Background: an optimization exercise with open tools, aiming at small area, a short achievable clock period and few clock cycles per item. Do not read the settings as production practice. The RTL was checked by simulation tests, not by an equivalence proof against the original design.

### design/flow/config.mk
export PLATFORM = sky130hd
export DESIGN_NAME = triangle_tangent_frame
export DESIGN_NICKNAME = triangle_tangent_frame
export VERILOG_FILES = /design/flow/design.v
export SDC_FILE = /design/flow/constraint.sdc
export NUM_CORES = 4
export LEC_CHECK = 0
export ABC_CLOCK_PERIOD_IN_PS = 8500
export CAP_MARGIN = 20
export CORE_MARGIN = 2
export CORE_UTILIZATION = 40
export SLEW_MARGIN = 20
### design/flow/constraint.sdc
create_clock -name core_clock -period 11.0 [get_ports {clock}]
set_input_delay 2.2000 -clock core_clock [delete_from_list [all_inputs] [get_ports {clock}]]
set_output_delay 2.2000 -clock core_clock [all_outputs]
set_load 0.01 [all_outputs]
### design/flow/design.v
package ttf_pkg;
   localparam int DW = 33;
   localparam int AW = 67;
   localparam int NBR = (DW + 1) / 2;
   localparam int NORM_BITS = 30;
   localparam int Q_SHIFT = 14;
   localparam int QW = 16;
   localparam int SQ_IN_W = 62;
   localparam int ROOT_W = 31;
   localparam int SQ_K = 3;
   localparam int SQ_CYC = (ROOT_W + SQ_K - 1) / SQ_K;
   localparam int SQ_STEPS = SQ_CYC * SQ_K;
   localparam int SQ_RW = ROOT_W + 3;
   localparam int DV_K = 2;
   localparam int DV_CYC = (15 + DV_K - 1) / DV_K;
   localparam int DV_STEPS = DV_CYC * DV_K;
   localparam int NUM_W = 45;
endpackage
import ttf_pkg::*;
module ttf_booth_enc (
   input  logic                              sub,
   input  logic signed [ttf_pkg::DW-1:0]     op_b,
   output logic [3*ttf_pkg::NBR-1:0]         enc
);
   logic [DW+1:0] b_ext;
   assign b_ext = {op_b[DW-1], op_b, 1'b0};
   always_comb begin
      logic [2:0] g;
      for (int j = 0; j < NBR; j++) begin
         g = b_ext[2*j +: 3];
         enc[3*j]     = g[2] ^ sub;                           
         enc[3*j + 1] = g[1] ^ g[0];                          
         enc[3*j + 2] = (g == 3'b011) || (g == 3'b100);       
      end
   end
endmodule
module ttf_mac (
   input  logic                              acc_en,
   input  logic signed [ttf_pkg::DW-1:0]     op_a,
   input  logic [3*ttf_pkg::NBR-1:0]         enc,
   input  logic [ttf_pkg::AW-1:0]            acc,
   output logic [ttf_pkg::AW-1:0]            y
);
   always_comb begin
      logic          neg, one, two;
      logic [DW:0]   m;
      logic [AW-1:0] sum;
      sum = acc_en ? acc : '0;
      for (int j = 0; j < NBR; j++) begin
         neg = enc[3*j];
         one = enc[3*j + 1];
         two = enc[3*j + 2];
         m   = one ? {op_a[DW-1], op_a} : (two ? {op_a, 1'b0} : '0);
         m   = neg ? ~m : m;
         sum = sum + (AW'({~m[DW], m}) << (2*j)) + (AW'(neg) << (2*j))
                   - (AW'(1) << (DW + 1 + 2*j));
      end
      y = sum;
   end
endmodule
import ttf_pkg::*;
module ttf_sqrt (
   input  logic                           clock,
   input  logic                           reset,
   input  logic                           in_valid,
   output logic                           in_ready,
   input  logic                           in_deg,
   input  logic [ttf_pkg::SQ_IN_W-1:0]    in_rad,
   output logic                           out_valid,
   input  logic                           out_ready,
   output logic                           out_deg,
   output logic [ttf_pkg::ROOT_W-1:0]     out_root
);
   localparam int XW = 2 * SQ_STEPS;
   logic                busy_ff, full_ff, deg_ff;
   logic [3:0]          cnt_ff;
   logic [XW-1:0]       x_ff;
   logic [SQ_RW-1:0]    rem_ff;
   logic [ROOT_W-1:0]   root_ff;
   logic [XW-1:0]       x_nx;
   logic [SQ_RW-1:0]    rem_nx;
   logic [ROOT_W-1:0]   root_nx;
   logic                take;
   always_comb begin
      logic [SQ_RW-1:0] rs, tr;
      logic [SQ_RW:0]   df;
      x_nx    = x_ff;
      rem_nx  = rem_ff;
      root_nx = root_ff;
      for (int k = 0; k < SQ_K; k++) begin
         rs = {rem_nx[SQ_RW-3:0], x_nx[XW-1 -: 2]};
         tr = SQ_RW'({root_nx, 2'b01});
         df = {1'b0, rs} - {1'b0, tr};
         if (!df[SQ_RW]) rem_nx = df[SQ_RW-1:0];
         else            rem_nx = rs;
         root_nx = {root_nx[ROOT_W-2:0], ~df[SQ_RW]};
         x_nx    = x_nx << 2;
      end
   end
   assign out_valid = full_ff;
   assign out_deg   = deg_ff;
   assign out_root  = root_ff;
   assign in_ready  = !busy_ff && !full_ff;
   assign take      = in_valid && in_ready;
   always_ff @(posedge clock) begin
      if (reset) begin
         busy_ff <= 1'b0;
         full_ff <= 1'b0;
      end else begin
         if (take) begin
            busy_ff <= !in_deg;
            full_ff <= in_deg;
         end else if (busy_ff) begin
            if (cnt_ff == 4'd0) begin
               busy_ff <= 1'b0;
               full_ff <= 1'b1;
            end
         end else if (full_ff && out_ready) begin
            full_ff <= 1'b0;
         end
      end
   end
   always_ff @(posedge clock) begin
      if (take) begin
         deg_ff  <= in_deg;
         x_ff    <= XW'(in_rad);
         rem_ff  <= '0;
         root_ff <= '0;
         cnt_ff  <= 4'(SQ_CYC - 1);
      end else if (busy_ff) begin
         x_ff    <= x_nx;
         rem_ff  <= rem_nx;
         root_ff <= root_nx;
         cnt_ff  <= cnt_ff - 4'd1;
      end
   end
endmodule
module ttf_div_lane (
   input  logic                           clock,
   input  logic                           load,
   input  logic                           run,
   input  logic [ttf_pkg::NUM_W-1:0]      num,
   input  logic [ttf_pkg::ROOT_W-1:0]     den,
   output logic [ttf_pkg::DV_STEPS-1:0]   quot,
   output logic [ttf_pkg::DV_STEPS-1:0]   quot_nx   
);
   localparam int RW = ROOT_W + 1;
   logic [RW-1:0]       rem_ff;
   logic [DV_STEPS-1:0] xq_ff;    
   logic [RW-1:0]       rem_nx;
   logic [DV_STEPS-1:0] xq_nx;
   always_comb begin
      logic [RW:0] df;
      rem_nx = rem_ff;
      xq_nx  = xq_ff;
      for (int k = 0; k < DV_K; k++) begin
         rem_nx = {rem_nx[RW-2:0], xq_nx[DV_STEPS-1]};
         df     = {1'b0, rem_nx} - {2'b0, den};
         if (!df[RW]) rem_nx = df[RW-1:0];
         xq_nx  = {xq_nx[DV_STEPS-2:0], ~df[RW]};
      end
   end
   always_ff @(posedge clock) begin
      if (load) begin
         rem_ff <= RW'(num >> DV_STEPS);
         xq_ff  <= num[DV_STEPS-1:0];
      end else if (run) begin
         rem_ff <= rem_nx;
         xq_ff  <= xq_nx;
      end
   end
   assign quot    = xq_ff;
   assign quot_nx = xq_nx;
endmodule
import ttf_pkg::*;
module triangle_tangent_frame (
   input  logic        clock,
   input  logic        reset,
   input  logic        req_valid,
   output logic        req_ready,
   input  logic [31:0] req_pos_x,
   input  logic [31:0] req_pos_y,
   input  logic [31:0] req_pos_z,
   input  logic [31:0] req_tex_u,
   input  logic [31:0] req_tex_v,
   output logic        rsp_valid,
   input  logic        rsp_ready,
   output logic [15:0] rsp_tangent_x,
   output logic [15:0] rsp_tangent_y,
   output logic [15:0] rsp_tangent_z,
   output logic [15:0] rsp_bitan_x,
   output logic [15:0] rsp_bitan_y,
   output logic [15:0] rsp_bitan_z,
   output logic [1:0]  rsp_vertex_slot,
   output logic        rsp_degenerate,
   output logic        rsp_last_of_triangle
);
   localparam int NB = NORM_BITS;
   localparam logic [4:0] C_DET  = 5'd2;
   localparam logic [4:0] C_NT   = 5'd8;
   localparam logic [4:0] C_PEND = 5'd13;   
   localparam logic [4:0] C_NB   = 5'd15;
   localparam logic [4:0] C_PT   = 5'd16;
   localparam logic [4:0] C_LAST = 5'd19;
   logic [1:0]           corner_ff;
   logic [4:0][31:0]     c0_ff;                  
   logic signed [DW-1:0] e0_ff [3];
   logic signed [DW-1:0] e1_ff [3];
   logic signed [DW-1:0] du0_ff, dv0_ff, du1_ff, dv1_ff;
   logic                 pend_ff;                
   logic                 req_fire, prod_busy, c2_fire;
   logic [4:0][31:0]     rv;
   logic signed [DW-1:0] dl [5];
   logic                 mrun_ff;
   logic [4:0]           mcyc_ff;
   logic [AW-1:0]        acc_ff;
   logic [AW-1:0]        raw_ff [3];
   logic                 flip_ff;
   logic [NB-1:0]        sv_ff [2][3];           
   logic [2:0]           neg_ff [2];
   logic                 zero_ff [2];
   logic [1:0]           sbusy_ff;               
   logic [1:0]           sfree;
   logic [AW-1:0]        m_y;
   logic                 m_stall, m_start, m_last, m_adv;
   logic                 is_deg, push_deg, push_t, push_b;
   logic [4:0]           m_nx;
   logic                 m_fetch;
   logic signed [DW-1:0] f_a, f_b, f_dv1;
   logic                 f_sub, f_acc;
   logic signed [DW-1:0] opa_ff;
   logic [3*NBR-1:0]     enc_ff, f_enc;
   logic                 accen_ff;
   logic [1:0]           sq_in_ready, sq_out_valid, sq_out_ready, sq_out_deg;
   logic [1:0]           sq_in_valid;
   logic [ROOT_W-1:0]    sq_root [2];
   logic                 dv_next_ff;             
   logic                 dv_busy_ff, dv_full_ff;
   logic [3:0]           dv_cnt_ff;
   logic                 dv_kind_ff, dv_deg_ff;
   logic [2:0]           dv_neg_ff;
   logic [ROOT_W-1:0]    dv_den_ff;
   logic                 dv_zero_ff;
   logic                 dv_load, dv_done, dv_write, dv_ldeg;
   logic [ROOT_W-1:0]    dv_root;
   logic [DV_STEPS-1:0]  dv_q [3], dv_qn [3];
   logic [NUM_W-1:0]     dv_num [3];
   logic [1:0]           ost_ff;                 
   logic [1:0]           slot_ff;
   logic [QW-1:0]        outv_ff [6];
   logic                 degen_ff;
   logic                 rsp_fire;
   assign rv = {req_pos_x, req_pos_y, req_pos_z, req_tex_u, req_tex_v};
   assign prod_busy = pend_ff || (mrun_ff && mcyc_ff <= C_PEND);
   assign req_ready = (corner_ff == 2'd0) || !prod_busy;
   assign req_fire  = req_valid && req_ready;
   assign c2_fire   = req_fire && (corner_ff == 2'd2);
   always_comb begin
      for (int i = 0; i < 5; i++) dl[i] = {rv[4-i][31], rv[4-i]} - {c0_ff[4-i][31], c0_ff[4-i]};
   end
   always_ff @(posedge clock) begin
      if (req_fire) begin
         if (corner_ff == 2'd0) begin
            c0_ff <= rv;
         end else if (corner_ff == 2'd1) begin
            for (int i = 0; i < 3; i++) e0_ff[i] <= dl[i];
            du0_ff <= dl[3];
            dv0_ff <= dl[4];
         end else begin
            for (int i = 0; i < 3; i++) e1_ff[i] <= dl[i];
            du1_ff <= dl[3];
            dv1_ff <= dl[4];
         end
      end
   end
   assign f_dv1   = c2_fire ? dl[4] : dv1_ff;
   assign m_nx    = m_start ? 5'd0 : mcyc_ff + 5'd1;
   assign m_fetch = m_start || (m_adv && !m_last);
   always_comb begin
      logic [NB-1:0] sq;
      f_acc = m_nx[0];
      f_sub = m_nx[0];
      f_a   = '0;
      f_b   = '0;
      sq    = '0;
      case (m_nx)
         5'd0:  begin f_a = f_dv1;    f_b = du0_ff; end
         5'd1:  begin f_a = du1_ff;   f_b = dv0_ff; end
         5'd2:  begin f_a = e0_ff[0]; f_b = dv1_ff; end
         5'd3:  begin f_a = e1_ff[0]; f_b = dv0_ff; end
         5'd4:  begin f_a = e0_ff[1]; f_b = dv1_ff; end
         5'd5:  begin f_a = e1_ff[1]; f_b = dv0_ff; end
         5'd6:  begin f_a = e0_ff[2]; f_b = dv1_ff; end
         5'd7:  begin f_a = e1_ff[2]; f_b = dv0_ff; end
         5'd8:  begin f_a = e1_ff[0]; f_b = du0_ff; end
         5'd9:  begin f_a = e0_ff[0]; f_b = du1_ff; end
         5'd10: begin f_a = e1_ff[1]; f_b = du0_ff; end
         5'd11: begin f_a = e0_ff[1]; f_b = du1_ff; end
         5'd12: begin f_a = e1_ff[2]; f_b = du0_ff; end
         5'd13: begin f_a = e0_ff[2]; f_b = du1_ff; end
         default: ;
      endcase
      if (m_nx >= 5'd14) begin
         case (m_nx)
            5'd14: sq = sv_ff[0][0];
            5'd15: sq = sv_ff[0][1];
            5'd16: sq = sv_ff[0][2];
            5'd17: sq = sv_ff[1][0];
            5'd18: sq = sv_ff[1][1];
            default: sq = sv_ff[1][2];
         endcase
         f_a   = DW'(sq);
         f_b   = DW'(sq);
         f_sub = 1'b0;
         f_acc = (m_nx != 5'd14) && (m_nx != 5'd17);
      end
   end
   ttf_booth_enc u_enc (
      .sub  (f_sub),
      .op_b (f_b),
      .enc  (f_enc)
   );
   always_ff @(posedge clock) begin
      if (m_fetch) begin
         opa_ff   <= f_a;
         enc_ff   <= f_enc;
         accen_ff <= f_acc;
      end
   end
   ttf_mac u_mac (
      .acc_en (accen_ff),
      .op_a   (opa_ff),
      .enc    (enc_ff),
      .acc    (acc_ff),
      .y      (m_y)
   );
   logic [NB-1:0] nz_s [3];
   logic [2:0]    nz_neg;
   logic          nz_zero;
   always_comb begin
      logic [AW-1:0] mg [3];
      logic [AW-1:0] w;
      logic [6:0]    lz;
      for (int i = 0; i < 3; i++) begin
         mg[i]     = raw_ff[i][AW-1] ? (~raw_ff[i] + 1'b1) : raw_ff[i];
         nz_neg[i] = raw_ff[i][AW-1] ^ flip_ff;
      end
      w  = mg[0] | mg[1] | mg[2];
      lz = 7'd0;
      for (int k = 0; k < AW; k++) begin
         if (w[k]) lz = 7'(AW - 1 - k);
      end
      nz_zero = (w == '0);
      for (int i = 0; i < 3; i++) begin
         logic [AW-1:0] sh;
         sh = mg[i] << lz;
         nz_s[i] = sh[AW-1 -: NB];
      end
   end
   assign sfree[0] = dv_load && !dv_ldeg && !dv_next_ff;
   assign sfree[1] = dv_load && !dv_ldeg && dv_next_ff;
   assign is_deg   = (acc_ff == '0);
   assign push_deg = mrun_ff && (mcyc_ff == C_DET) && is_deg;
   assign push_t   = mrun_ff && (mcyc_ff == C_PT);
   assign push_b   = mrun_ff && (mcyc_ff == C_LAST);
   assign m_stall  = mrun_ff && ((push_deg && (sq_in_ready != 2'b11)) ||
                                 (push_t && !sq_in_ready[0]) ||
                                 (push_b && !sq_in_ready[1]) ||
                                 ((mcyc_ff == C_NT) && sbusy_ff[0] && !sfree[0]) ||
                                 ((mcyc_ff == C_NB) && sbusy_ff[1] && !sfree[1]));
   assign m_adv    = mrun_ff && !m_stall;
   assign m_last   = m_adv && (push_deg || push_b);
   assign m_start  = (!mrun_ff || m_last) && (pend_ff || c2_fire);
   assign sq_in_valid[0] = m_adv && (push_deg || push_t);
   assign sq_in_valid[1] = m_adv && (push_deg || push_b);
   always_ff @(posedge clock) begin
      if (reset) begin
         corner_ff <= '0;
         pend_ff   <= 1'b0;
         mrun_ff   <= 1'b0;
         mcyc_ff   <= '0;
         sbusy_ff  <= '0;
      end else begin
         if (req_fire) corner_ff <= (corner_ff == 2'd2) ? 2'd0 : corner_ff + 2'd1;
         if (m_start) begin
            pend_ff <= 1'b0;
            mrun_ff <= 1'b1;
            mcyc_ff <= '0;
         end else begin
            if (c2_fire) pend_ff <= 1'b1;
            if (m_last) mrun_ff <= 1'b0;
            else if (m_adv) mcyc_ff <= mcyc_ff + 5'd1;
         end
         for (int v = 0; v < 2; v++) begin
            if (m_adv && mcyc_ff == (v == 0 ? C_NT : C_NB)) sbusy_ff[v] <= 1'b1;
            else if (sfree[v]) sbusy_ff[v] <= 1'b0;
         end
      end
   end
   always_ff @(posedge clock) begin
      if (m_adv) begin
         acc_ff <= m_y;
         if (mcyc_ff == C_DET) flip_ff <= acc_ff[AW-1];
         if (mcyc_ff == 5'd3 || mcyc_ff == 5'd9)  raw_ff[0] <= m_y;
         if (mcyc_ff == 5'd5 || mcyc_ff == 5'd11) raw_ff[1] <= m_y;
         if (mcyc_ff == 5'd7 || mcyc_ff == 5'd13) raw_ff[2] <= m_y;
         if (mcyc_ff == C_NT || mcyc_ff == C_NB) begin
            for (int i = 0; i < 3; i++) sv_ff[mcyc_ff == C_NB][i] <= nz_s[i];
            neg_ff[mcyc_ff == C_NB]  <= nz_neg;
            zero_ff[mcyc_ff == C_NB] <= nz_zero;
         end
      end
   end
   for (genvar v = 0; v < 2; v++) begin : g_sq
      ttf_sqrt u_sqrt (
         .clock     (clock),
         .reset     (reset),
         .in_valid  (sq_in_valid[v]),
         .in_ready  (sq_in_ready[v]),
         .in_deg    (push_deg),
         .in_rad    (m_y[SQ_IN_W-1:0]),
         .out_valid (sq_out_valid[v]),
         .out_ready (sq_out_ready[v]),
         .out_deg   (sq_out_deg[v]),
         .out_root  (sq_root[v])
      );
   end
   assign dv_load  = sq_out_valid[dv_next_ff] && (!dv_busy_ff || dv_write) && (!dv_full_ff || dv_write);
   assign sq_out_ready[0] = dv_load && !dv_next_ff;
   assign sq_out_ready[1] = dv_load && dv_next_ff;
   assign dv_ldeg  = sq_out_deg[dv_next_ff];
   assign dv_root  = sq_root[dv_next_ff];
   assign dv_done  = dv_busy_ff && (dv_cnt_ff == 4'd0);
   always_comb begin
      for (int i = 0; i < 3; i++) begin
         dv_num[i] = NUM_W'({sv_ff[dv_next_ff][i], Q_SHIFT'(0)}) + NUM_W'(dv_root >> 1);
      end
   end
   for (genvar i = 0; i < 3; i++) begin : g_div
      ttf_div_lane u_lane (
         .clock (clock),
         .load  (dv_load),
         .run   (dv_busy_ff),
         .num   (dv_num[i]),
         .den   (dv_den_ff),
         .quot  (dv_q[i]),
         .quot_nx (dv_qn[i])
      );
   end
   assign dv_write = (dv_full_ff || dv_done) && (ost_ff == {1'b0, dv_kind_ff});
   assign rsp_fire = rsp_valid && rsp_ready;
   always_ff @(posedge clock) begin
      if (reset) begin
         dv_next_ff <= 1'b0;
         dv_busy_ff <= 1'b0;
         dv_full_ff <= 1'b0;
         ost_ff     <= 2'd0;
         slot_ff    <= 2'd0;
      end else begin
         if (dv_load) begin
            dv_next_ff <= !dv_next_ff;
            dv_busy_ff <= !dv_ldeg;
            dv_full_ff <= dv_ldeg;
         end else if (dv_done) begin
            dv_busy_ff <= 1'b0;
            dv_full_ff <= !dv_write;
         end else if (dv_write) begin
            dv_full_ff <= 1'b0;
         end
         if (dv_write) begin
            ost_ff <= dv_kind_ff ? 2'd2 : 2'd1;
         end else if (rsp_fire && slot_ff == 2'd2) begin
            ost_ff <= 2'd0;
         end
         if (rsp_fire) slot_ff <= (slot_ff == 2'd2) ? 2'd0 : slot_ff + 2'd1;
      end
   end
   always_ff @(posedge clock) begin
      if (dv_load) begin
         dv_kind_ff <= dv_next_ff;
         dv_deg_ff  <= dv_ldeg;
         dv_den_ff  <= dv_root;
         dv_neg_ff  <= neg_ff[dv_next_ff];
         dv_zero_ff <= zero_ff[dv_next_ff];
         dv_cnt_ff  <= 4'(DV_CYC - 1);
      end else if (dv_busy_ff) begin
         dv_cnt_ff  <= dv_cnt_ff - 4'd1;
      end
      if (dv_write) begin
         for (int i = 0; i < 3; i++) begin
            logic [QW-1:0] q;
            q = (dv_zero_ff || dv_deg_ff) ? '0 : (dv_busy_ff ? dv_qn[i][QW-1:0] : dv_q[i][QW-1:0]);
            outv_ff[(dv_kind_ff ? 3 : 0) + i] <= dv_neg_ff[i] ? (~q + 1'b1) : q;
         end
         if (!dv_kind_ff) degen_ff <= dv_deg_ff;
      end
   end
   assign rsp_valid            = (ost_ff == 2'd2);
   assign rsp_tangent_x        = outv_ff[0];
   assign rsp_tangent_y        = outv_ff[1];
   assign rsp_tangent_z        = outv_ff[2];
   assign rsp_bitan_x          = outv_ff[3];
   assign rsp_bitan_y          = outv_ff[4];
   assign rsp_bitan_z          = outv_ff[5];
   assign rsp_vertex_slot      = slot_ff;
   assign rsp_degenerate       = degen_ff;
   assign rsp_last_of_triangle = (slot_ff == 2'd2);
endmodule
### design/flow/run.sh
#!/bin/bash
# synth_recipe.tcl (not shown) runs the flow's synth.tcl, then flattens the netlist and writes it again
# the make line also repeats each setting of config.mk as NAME=value (left out here)
make -C /OpenROAD-flow-scripts/flow DESIGN_CONFIG=/design/flow/config.mk WORK_HOME=/design/flow/orfs CLKGATE_MAP_FILE= SYNTH_SCRIPT=/design/flow/synth_recipe.tcl finish
==> impl_metrics.py, run 1 <==
metrics = {
    "run_status": {
        "status": "finished clean",
    },
    "yosys": {
        "synth_area_leaders": "edfxtp_1, fa_1, ha_1",
        "synth-edff-count": 1378,
        "netlist_instances": 15200,
        "postSynth.asyncResetShare_pct": 0,
        "yosysWarnings": 22,
        "syn_avg_cell_area_um2": 9.25,
        "synthAdderAreaFrac_pct": 15.6,
        "synth_top_family_by_area": "compound AO/OA/AOI/OAI gates",
        "synth_flop_cell": "edfxtp_1",
        "ys_ff_latch": 1600,
        "yosysTopAreaCell": "edfxtp_1",
        "synth_compound_area_share_pct": 18.0,
        "synthesis.nets": 16800,
        "synth_xor_area_share_pct": 8.41,
        "ys_seq_area_share_pct": 32.7,
        "ys_types": 119,
        "synthDominantCellAreaShare_pct": 29.5,
        "netlist_area_um2": 140000,
        "synthMuxAreaShare_pct": 6.19,
        "synthSimpleGateAreaFrac_pct": 13.8,
    },
    "clock_tree": {
        "post_cts_buffers": 0,
        "clockBufferDepth": 4,
        "cts_hold_buf": 0,
        "htreeDepth": 4,
        "clk_pin_slew_ns": 0.06,
        "cts_sinks": 1600,
        "tritoncts": "yes",
        "numCtsBuffers": 187,
        "root_buffer": "clkbuf_16",
        "clock_latency_ns": 0.93,
    },
    "routing": {
        "wl_um": 519000,
        "drtAntennaViolNets": 0,
        "vias": 118000,
        "met2_length_um": 237000,
        "wl_met3_um": 35800,
        "wl_per_cell_um": 26.1,
        "wl_met1_um": 214000,
        "vias_per_cell": 5.93,
        "route.detailed.drc": 0,
        "first_pass_iters": 9,
        "drt_iter0_markers": 11400,
        "route.top_layer_used": "met5",
    },
    "sta": {
        "setup_viol": 0,
        "layout_min_cycle_time_ns": 10.09,
        "fmax_ghz": 0.0991,
        "finalCritPeriodShare_pct": 91.7,
        "slew_viol_final": 0,
        "finClkSkew_ns": 0.103,
        "slew_headroom_pct": 12.9,
        "fin_setup_tns_ns": 0,
        "hold_viol": 0,
        "rsz0062_at_grt": "no",
        "worst_pin_slew_ns": 1.27,
        "holdWs_ns": 0.454,
    },
    "floorplan": {
        "core_um2": 349000,
        "top_level_ports": 266,
        "start_util_pct": 40.2,
        "row_count": 217,
        "chipHeight_um": 596,
        "die_area_um2": 356000,
        "die_w_um": 596,
    },
    "worst_setup_path": {
        "critPathSlowestCell": "o21ai_0",
        "worstPathArrival_ns": 10.82,
        "r2r-start": "g_sq[0].u_sqrt.root_ff[13]$_SDFFE_PP0P_",
        "critical_path_class": "register to register",
        "crit_family": "compound AO/OA/AOI/OAI gates",
        "reg2reg_depth": 37,
        "crit_buf_inv": 4,
        "critPathLaunchType": "register",
        "r2r_slack_ns": 0.91,
        "r2r_end": "g_sq[0].u_sqrt.rem_ff[13]$_SDFFE_PP0P_",
        "required_ns": 11.73,
        "timing.critical_path.from": "g_sq[0].u_sqrt.root_ff[13]$_SDFFE_PP0P_",
        "critPathMaxFanout": 28,
        "endpoint_kind": "register",
        "crit_path_max_incr_delay_ns": 0.60,
    },
    "grt": {
        "overflow": 0,
        "grt_pass1_vias": 113000,
        "grt_max_degree": 166,
        "grt_usage_pct": 28.3,
        "grt_pass1_wl_um": 758000,
        "antenna_found_initial": 24,
    },
    "cells_and_area": {
        "drive_above_1_share_pct": 7.38,
        "final_common_cell": "nand2_1",
        "layout_common_cells": "nand2_1, edfxtp_1, inv_1",
        "fill_cells": 33800,
        "nNetsFinal": 16700,
        "postLayoutCoreUtil_pct": 44.4,
        "syn2layout_area_growth_pct": 10.4,
    },
    "placement": {
        "io_buffers": 265,
        "place_hpwl_um": 405000,
        "routabilityCongestion": 1.05,
    },
    "hold_path": {
        "hold_start": "g_sq[1].u_sqrt.x_ff[56]$_DFFE_PP_",
        "worstHoldPathCells": 2,
        "min_to": "g_sq[1].u_sqrt.x_ff[62]$_SDFFE_PP0P_",
        "hp-class": "register to register",
    },
    "flow_run": {
        "cap_viol_max_count": 0,
    },
}
flip-flops by register name (all words and copies together) (netlist names), 50 cells and up:
name / flops
raw_ff: 201
sv_ff: 180
c0_ff: 160
g_sq.u_sqrt.x_ff: 132
e0_ff: 99
e1_ff: 99
outv_ff: 96
g_div.u_lane.rem_ff: 93
acc_ff: 67
g_sq.u_sqrt.rem_ff: 64
g_sq.u_sqrt.root_ff: 62
enc_ff: 50
worst min-delay path, delay by kind of cell (launching register included):
kind             cells  cell delay (ns)
AO/OA/AOI/OAI        1             0.05
flip-flops           1             0.32
AND/OR/NAND/NOR      1             0.05
cell families (layout without fill, tap and decap cells):
kind of cell	count (synthesis)	in the layout
compound gates	3805	3805
simple gates	4226	4226
fa+ha+maj	1416	1416
other cells	0	8
flops	1600	1600
mux	834	834
xor+xnor	1346	1346
buf+inv	1949	2070
cell usage after synthesis (104+ instances only):
cell type	number
mux2_2	220
a22oi_1	404
nand3_1	318
inv_1	1063
a21oi_1	800
o31ai_1	190
xnor2_1	755
nor2b_1	130
ha_1	858
o21a_1	114
dfxtp_1	222
and3_1	104
nand2_1	1788
a21o_1	176
mux2i_1	604
fa_1	558
o21ai_0	938
xor2_1	590
or3_1	123
nor3_1	263
nand2b_1	125
and2_1	122
edfxtp_1	1378
clkbuf_1	685
nor2_1	907
a211oi_1	106
final cells by class:
| cell class | instances | area, µm² | share of cell area [%] |
|---|---|---|---|
| inverter | 1074 | 4050 | 2.61 |
| clock inverter | 114 | 1140 | 0.737 |
| tap | 4599 | 5750 | 3.71 |
| multi-input combinational | 11600 | 87400 | 56.4 |
| timing repair buffer | 654 | 5720 | 3.69 |
| sequential | 1600 | 45800 | 29.6 |
| antenna | 8 | 20.0 | 0.0129 |
| clock buffer | 228 | 5010 | 3.23 |
metrics by stage:
stage / cells / cell area (µm²) / setup slack (ns)
6_report: 19900 / 155000 / 0.908
5_1_grt: 19900 / 155000 / 0.147
4_1_cts: 19900 / 155000 / 0.592
3_5_place_dp: 19600 / 149000 / 0.613
3_3_place_gp: 19600 / 149000 / 0.688
2_1_floorplan: 15200 / 140000 / 0.815
layer usage:
metal  up-vias  global-route usage (%)
li1      54500                       -
met1     57800                    36.7
met2      4701                    45.7
met3       972                    3.82
met4        18                    15.2
met5         -                       0
worst max-delay path by stage:
stage	cells after the start	end
6_report	37	g_sq[0].u_sqrt.rem_ff[13]$_SDFFE_PP0P_
5_1_grt	37	outv_ff[3][14]$_DFFE_PP_
4_1_cts	37	outv_ff[3][14]$_DFFE_PP_
3_5_place_dp	37	outv_ff[3][14]$_DFFE_PP_
3_3_place_gp	37	outv_ff[0][14]$_DFFE_PP_
2_1_floorplan	15	raw_ff[2][0]$_DFFE_PP_
what timing repair did:
item,4_1_cts,5_1_grt
resized for setup,0,5
hold endpoints to repair,0,0
setup endpoints to repair,0,9
Testbench counts, summed over its fixed seeds: cycles 5,581, triangles 256.
==> run 2, diff against run 1 <==
--- a/design/flow/config.mk
+++ b/design/flow/config.mk
@@ -7,3 +7,2 @@
 export LEC_CHECK = 0
-export ABC_CLOCK_PERIOD_IN_PS = 8500
 export CAP_MARGIN = 20
@@ -11,2 +10,3 @@
 export CORE_UTILIZATION = 40
+export SETUP_SLACK_MARGIN = 3
 export SLEW_MARGIN = 20
==> impl_metrics.py, run 2 <==
metrics = {
    "routing": {
        "vias": 123000,
        "first_pass_iters": 9,
        "drt_iter0_markers": 13000,
        "wl_per_cell_um": 27.1,
        "route.detailed.drc": 0,
        "drtAntennaViolNets": 0,
        "vias_per_cell": 6.00,
        "wl_um": 553000,
    },
    "floorplan": {
        "top_level_ports": 266,
        "chipHeight_um": 596,
        "die_area_um2": 356000,
        "core_um2": 349000,
        "start_util_pct": 40.2,
        "die_w_um": 596,
        "row_count": 217,
    },
    "placement": {
        "dp.cells": 19500,
        "place_hpwl_um": 405000,
        "io_buffers": 265,
        "routabilityCongestion": 1.04,
    },
    "clock_tree": {
        "numCtsBuffers": 193,
        "root_buffer": "clkbuf_16",
        "cts_sinks": 1600,
        "clk_pin_slew_ns": 0.06,
        "clock_latency_ns": 0.98,
        "clockBufferDepth": 4,
        "cts_hold_buf": 0,
        "htreeDepth": 4,
        "tritoncts": "yes",
    },
    "worst_setup_path": {
        "worstPathArrival_ns": 9.17,
        "critical_path_class": "register to register",
        "endpoint_kind": "register",
        "required_ns": 11.81,
        "critPathLaunchType": "register",
        "crit_top_cell": "buf_12",
        "critPathSlowestCell": "or4_4",
        "critPathMaxFanout": 8,
        "crit_path_max_incr_delay_ns": 0.60,
    },
    "grt": {
        "grt_max_degree": 167,
        "grt_pass1_wl_um": 795000,
        "grt_pass1_vias": 117000,
        "antenna_found_initial": 16,
        "overflow": 0,
        "grt_usage_pct": 29.8,
    },
    "sta": {
        "worst_pin_slew_ns": 1.30,
        "hold_viol": 0,
        "finClkSkew_ns": 0.120,
        "finalCritPeriodShare_pct": 76.0,
        "slew_headroom_pct": 12.8,
        "setup_viol": 0,
        "rsz0062_at_grt": "yes",
        "fin_setup_tns_ns": 0,
        "fmax_ghz": 0.120,
        "slew_viol_final": 0,
        "layout_min_cycle_time_ns": 8.36,
    },
    "cells_and_area": {
        "reg.largest.list": "raw_ff (201), sv_ff (180), c0_ff (160)",
        "drive_above_1_share_pct": 14.8,
        "final_common_cell": "nand2_1",
        "layout_common_cells": "nand2_1, edfxtp_1, inv_1",
        "syn2layout_area_growth_pct": 18.0,
        "fill_cells": 32600,
        "nNetsFinal": 17200,
        "top_register": "raw_ff",
        "multi_input_area_um2": 92100,
        "largest_register_ffs": 201,
        "instances_no_fill": 20400,
        "seq_area_um2": 45900,
    },
    "yosys": {
        "synthDominantCellAreaShare_pct": 29.5,
        "netlist_area_um2": 140000,
        "yosysTopAreaCell": "edfxtp_1",
        "synth.top_cells.by_count": "nand2_1, edfxtp_1, inv_1",
        "postSynth.asyncResetShare_pct": 0,
        "ys_types": 119,
        "synth_area_leaders": "edfxtp_1, fa_1, ha_1",
        "ys_ff_latch": 1600,
        "ys_seq_area_share_pct": 32.7,
        "synth-edff-count": 1378,
        "netlist_instances": 15200,
        "synth_flop_cell": "edfxtp_1",
        "synth.most_common_cell": "nand2_1",
        "syn_avg_cell_area_um2": 9.25,
        "synthesis.nets": 16800,
        "yosysWarnings": 22,
    },
    "run_status": {
        "status": "finished clean",
    },
    "hold_path": {
        "hp-class": "register to register",
    },
    "flow_run": {
        "cap_viol_max_count": 0,
    },
}
-- run 2: cell counts after synthesis --
No cell type changed its count.
-- run 2: final cells by class --
| class | instances | share of cell area, % |
|---|---|---|
| Antenna cell | 14 | 0.0212 |
| Clock buffer | 245 | 3.10 |
| Clock inverter | 101 | 0.672 |
| Inverter | 1074 | 2.48 |
| Multi-Input combinational cell | 11600 | 55.6 |
| Sequential cell | 1600 | 27.7 |
| Tap cell | 4599 | 3.47 |
| Timing Repair Buffer | 1154 | 6.93 |
-- run 2: worst max-delay path, delay by kind of cell (launching register included) --
family                     cells  cell delay (ns)
DFF                            1             0.32
muxes                          2             0.67
adders and majority gates      3             0.77
buffers and inverters          7             1.04
AOI/OAI and AO/OA             21             4.04
and+or+nand+nor                6             1.42
-- run 2: per-stage QoR --
step / hold slack (ns) / util, % / area, µm² / worst slack [ns]
floorplan: 0.406 / - / 141000 / 3.00
global placement: 0.434 / 42.6 / 149000 / 1.20
detailed placement: 0.439 / 42.6 / 149000 / 1.13
CTS: 0.431 / 46.1 / 161000 / 2.69
global route: 0.473 / 47.4 / 166000 / 2.32
finish: 0.427 / 47.4 / 166000 / 2.64
-- run 2: final timing paths --
kind | slack, ns | endpoint | start | cells after the start
setup / recovery | 2.64 | g_sq[0].u_sqrt.rem_ff[30]$_SDFFE_PP0P_ | g_sq[0].u_sqrt.root_ff[10]$_SDFFE_PP0P_ | 39
hold / removal | 0.43 | g_sq[1].u_sqrt.x_ff[62]$_SDFFE_PP0P_ | g_sq[1].u_sqrt.x_ff[56]$_DFFE_PP_ | 2
setup reg to reg | 2.64 | g_sq[0].u_sqrt.rem_ff[30]$_SDFFE_PP0P_ | g_sq[0].u_sqrt.root_ff[10]$_SDFFE_PP0P_ | 39
hold reg to reg | 0.43 | g_sq[1].u_sqrt.x_ff[62]$_SDFFE_PP0P_ | g_sq[1].u_sqrt.x_ff[56]$_DFFE_PP_ | 2
-- run 2: layer usage --
metal	global-route usage [%]	share of wire, %	routed length [µm]	vias to the layer above
li1	-	-	-	55600
met1	37.8	40	220000	59900
met2	48.3	46	253000	5728
met3	4.60	7.5	41200	1327
met4	17.4	7.0	38500	6
met5	0	0.0065	36	-
-- run 2: kinds of logic (layout without fill, tap and decap cells) --
kind of cell    count (synthesis)  count (layout)  synth area share (%)
compound gates               3805            3811                  18.0
xor+xnor                     1346            1346                  8.41
fa+ha+maj                    1416            1416                  15.6
buf+inv                      1949            2574                  5.41
flops                        1600            1600                  32.7
mux                           834             834                  6.19
other cells                     0              14                     0
simple gates                 4226            4231                  13.8
-- run 2: timing repair --
item	CTS	global route
pin swaps	203	319
setup buffers	299	193
gates resized for setup	611	676
endpoints found under the setup margin	629	478
cloned	26	14
==> run 3, diff against run 2 <==
--- a/design/flow/config.mk
+++ b/design/flow/config.mk
@@ -10,3 +10,2 @@
 export CORE_UTILIZATION = 40
-export SETUP_SLACK_MARGIN = 3
 export SLEW_MARGIN = 20
==> impl_metrics.py, run 3 <==
metrics = {
    "run_status": {
        "status": "finished clean",
    },
    "routing": {
        "wl_met1_um": 214000,
        "wl_met3_um": 35800,
        "vias": 118000,
        "drtAntennaViolNets": 0,
        "route.detailed.drc": 0,
        "met2_length_um": 237000,
        "first_pass_iters": 9,
        "drt_iter0_markers": 11400,
        "route.top_layer_used": "met5",
        "wl_per_cell_um": 26.1,
        "vias_per_cell": 5.93,
        "wl_um": 519000,
    },
    "sta": {
        "layout_min_cycle_time_ns": 10.09,
        "hold_viol": 0,
        "setup_viol": 0,
        "fmax_ghz": 0.0991,
        "finClkSkew_ns": 0.103,
        "worst_pin_slew_ns": 1.27,
        "rsz0062_at_grt": "no",
        "slew_viol_final": 0,
        "holdWs_ns": 0.454,
        "finalCritPeriodShare_pct": 91.7,
        "slew_headroom_pct": 12.9,
        "fin_setup_tns_ns": 0,
    },
    "yosys": {
        "synth_flop_cell": "edfxtp_1",
        "synth-edff-count": 1378,
        "yosysWarnings": 22,
        "synth.most_common_cell": "nand2_1",
        "ys_ff_latch": 1600,
        "synth_area_leaders": "edfxtp_1, fa_1, ha_1",
        "synth.top_cells.by_count": "nand2_1, edfxtp_1, inv_1",
        "postSynth.asyncResetShare_pct": 0,
        "synthDominantCellAreaShare_pct": 29.5,
        "ys_types": 119,
        "netlist_instances": 15200,
        "syn_avg_cell_area_um2": 9.25,
        "synthesis.nets": 16800,
        "yosysTopAreaCell": "edfxtp_1",
        "netlist_area_um2": 140000,
        "ys_seq_area_share_pct": 32.7,
    },
    "cells_and_area": {
        "multi_input_area_um2": 87400,
        "nNetsFinal": 16700,
        "layout_common_cells": "nand2_1, edfxtp_1, inv_1",
        "post-route-cell-area_um2": 155000,
        "syn2layout_area_growth_pct": 10.4,
        "final_common_cell": "nand2_1",
        "drive_above_1_share_pct": 7.38,
        "postLayoutCoreUtil_pct": 44.4,
        "fill_cells": 33800,
        "top_register": "raw_ff",
        "largest_register_ffs": 201,
        "reg.largest.list": "raw_ff (201), sv_ff (180), c0_ff (160)",
        "seq_area_um2": 45800,
    },
    "grt": {
        "grt_pass1_wl_um": 758000,
        "grt_pass1_vias": 113000,
        "antenna_found_initial": 24,
        "overflow": 0,
        "grt_max_degree": 166,
        "grt_usage_pct": 28.3,
    },
    "clock_tree": {
        "post_cts_buffers": 0,
        "cts_sinks": 1600,
        "numCtsBuffers": 187,
        "clockBufferDepth": 4,
        "clk_pin_slew_ns": 0.06,
        "clock_latency_ns": 0.93,
        "root_buffer": "clkbuf_16",
        "tritoncts": "yes",
        "cts_hold_buf": 0,
        "htreeDepth": 4,
    },
    "hold_path": {
        "hp-class": "register to register",
    },
    "worst_setup_path": {
        "critPathSlowestCell": "o21ai_0",
        "critPathLaunchType": "register",
        "required_ns": 11.73,
        "critical_path_class": "register to register",
        "critPathMaxFanout": 28,
        "crit_family": "compound AO/OA/AOI/OAI gates",
        "crit_buf_inv": 4,
        "crit_path_max_incr_delay_ns": 0.60,
        "endpoint_kind": "register",
        "worstPathArrival_ns": 10.82,
    },
    "flow_run": {
        "cap_viol_max_count": 0,
    },
    "floorplan": {
        "die_w_um": 596,
        "core_um2": 349000,
        "top_level_ports": 266,
        "row_count": 217,
        "die_area_um2": 356000,
        "chipHeight_um": 596,
        "start_util_pct": 40.2,
    },
    "placement": {
        "routabilityCongestion": 1.05,
        "io_buffers": 265,
        "place_area_um2": 149000,
        "place_hpwl_um": 405000,
    },
}
[run 3: cell counts after synthesis]
Identical to the previous run, type by type.
[run 3: worst reg2reg max path, delay by kind of cell, from the launching register on]
kind / cells / cell delay, ns
mux: 2 / 0.68
compound gates: 20 / 5.15
flops: 1 / 0.34
fa+ha+maj: 3 / 1.18
simple gates: 8 / 1.79
buf+inv: 4 / 0.82
[run 3: path summary, 6_finish.rpt]
kind | from | to | slack (ns) | cells after the start
worst max-delay path | g_sq[0].u_sqrt.root_ff[13]$_SDFFE_PP0P_ | g_sq[0].u_sqrt.rem_ff[13]$_SDFFE_PP0P_ | 0.91 | 37
worst min-delay path | g_sq[1].u_sqrt.x_ff[56]$_DFFE_PP_ | g_sq[1].u_sqrt.x_ff[62]$_SDFFE_PP0P_ | 0.45 | 2
worst max register to register | g_sq[0].u_sqrt.root_ff[13]$_SDFFE_PP0P_ | g_sq[0].u_sqrt.rem_ff[13]$_SDFFE_PP0P_ | 0.91 | 37
worst min register to register | g_sq[1].u_sqrt.x_ff[56]$_DFFE_PP_ | g_sq[1].u_sqrt.x_ff[62]$_SDFFE_PP0P_ | 0.45 | 2
[run 3: cells by family (layout without fill, tap and decap cells)]
family | after synthesis | in the layout | share of synthesized area (%)
AND/OR/NAND/NOR | 4226 | 4226 | 13.8
AO/OA/AOI/OAI | 3805 | 3805 | 18.0
buffers and inverters | 1949 | 2070 | 5.41
flip-flops | 1600 | 1600 | 32.7
adder cells (fa/ha/maj) | 1416 | 1416 | 15.6
XOR/XNOR | 1346 | 1346 | 8.41
multiplexers | 834 | 834 | 6.19
other | 0 | 8 | 0
[run 3: what timing repair did]
item                                    CTS  global route
endpoints found under the hold margin     0             0
endpoints found under the setup margin    0             9
resized for setup                         0             5
[run 3: cell type report]
type / instances / share of cell area, %
Timing Repair Buffer: 654 / 3.69
Clock buffer: 228 / 3.23
Sequential cell: 1600 / 29.6
Antenna cell: 8 / 0.0129
Clock inverter: 114 / 0.737
Tap cell: 4599 / 3.71
Multi-Input combinational cell: 11600 / 56.4
Inverter: 1074 / 2.61
[run 3: layer usage]
layer / vias up / global-route usage (%)
li1: 54500 / -
met1: 57800 / 36.7
met2: 4701 / 45.7
met3: 972 / 3.82
met4: 18 / 15.2
met5: - / 0
[run 3: through the flow]
step           worst slack, ns  std cells
3_5_place_dp             0.613      19600
6_report                 0.908      19900
2_1_floorplan            0.815      15200
5_1_grt                  0.147      19900
3_3_place_gp             0.688      19600
4_1_cts                  0.592      19900

-- what the ideal ports hide --
Ports are ideal in the flow. The routed layouts listed here were re-timed in OpenROAD. Step 1 sets driving cells, clkbuf_16 on the clock port and buf_2 on the other inputs (assumed; they add their load-dependent delay and slew). Step 2 also shifts input and output timing later by t, the mid clock arrival at the registers, as if the neighbouring blocks saw the same clock. Slacks: no drivers / after step 1 / after step 2; pairs: no drivers / after step 1.
run	shift t [ns]	setup slack, ns	worst hold slack (ns)	worst slew at a driven data input, ns	cell pins on the clock port's net
run 1	0.978	0.908 / 0.908 / 0.908	0.454 / 0.454 / 0.454	0.21	1
run 2	1.023	2.637 / 2.637 / 2.637	0.427 / 0.427 / 0.427	0.20	1
run 3	0.978	0.908 / 0.908 / 0.908	0.454 / 0.454 / 0.454	0.21	1
After both steps every run listed still meets setup and hold.
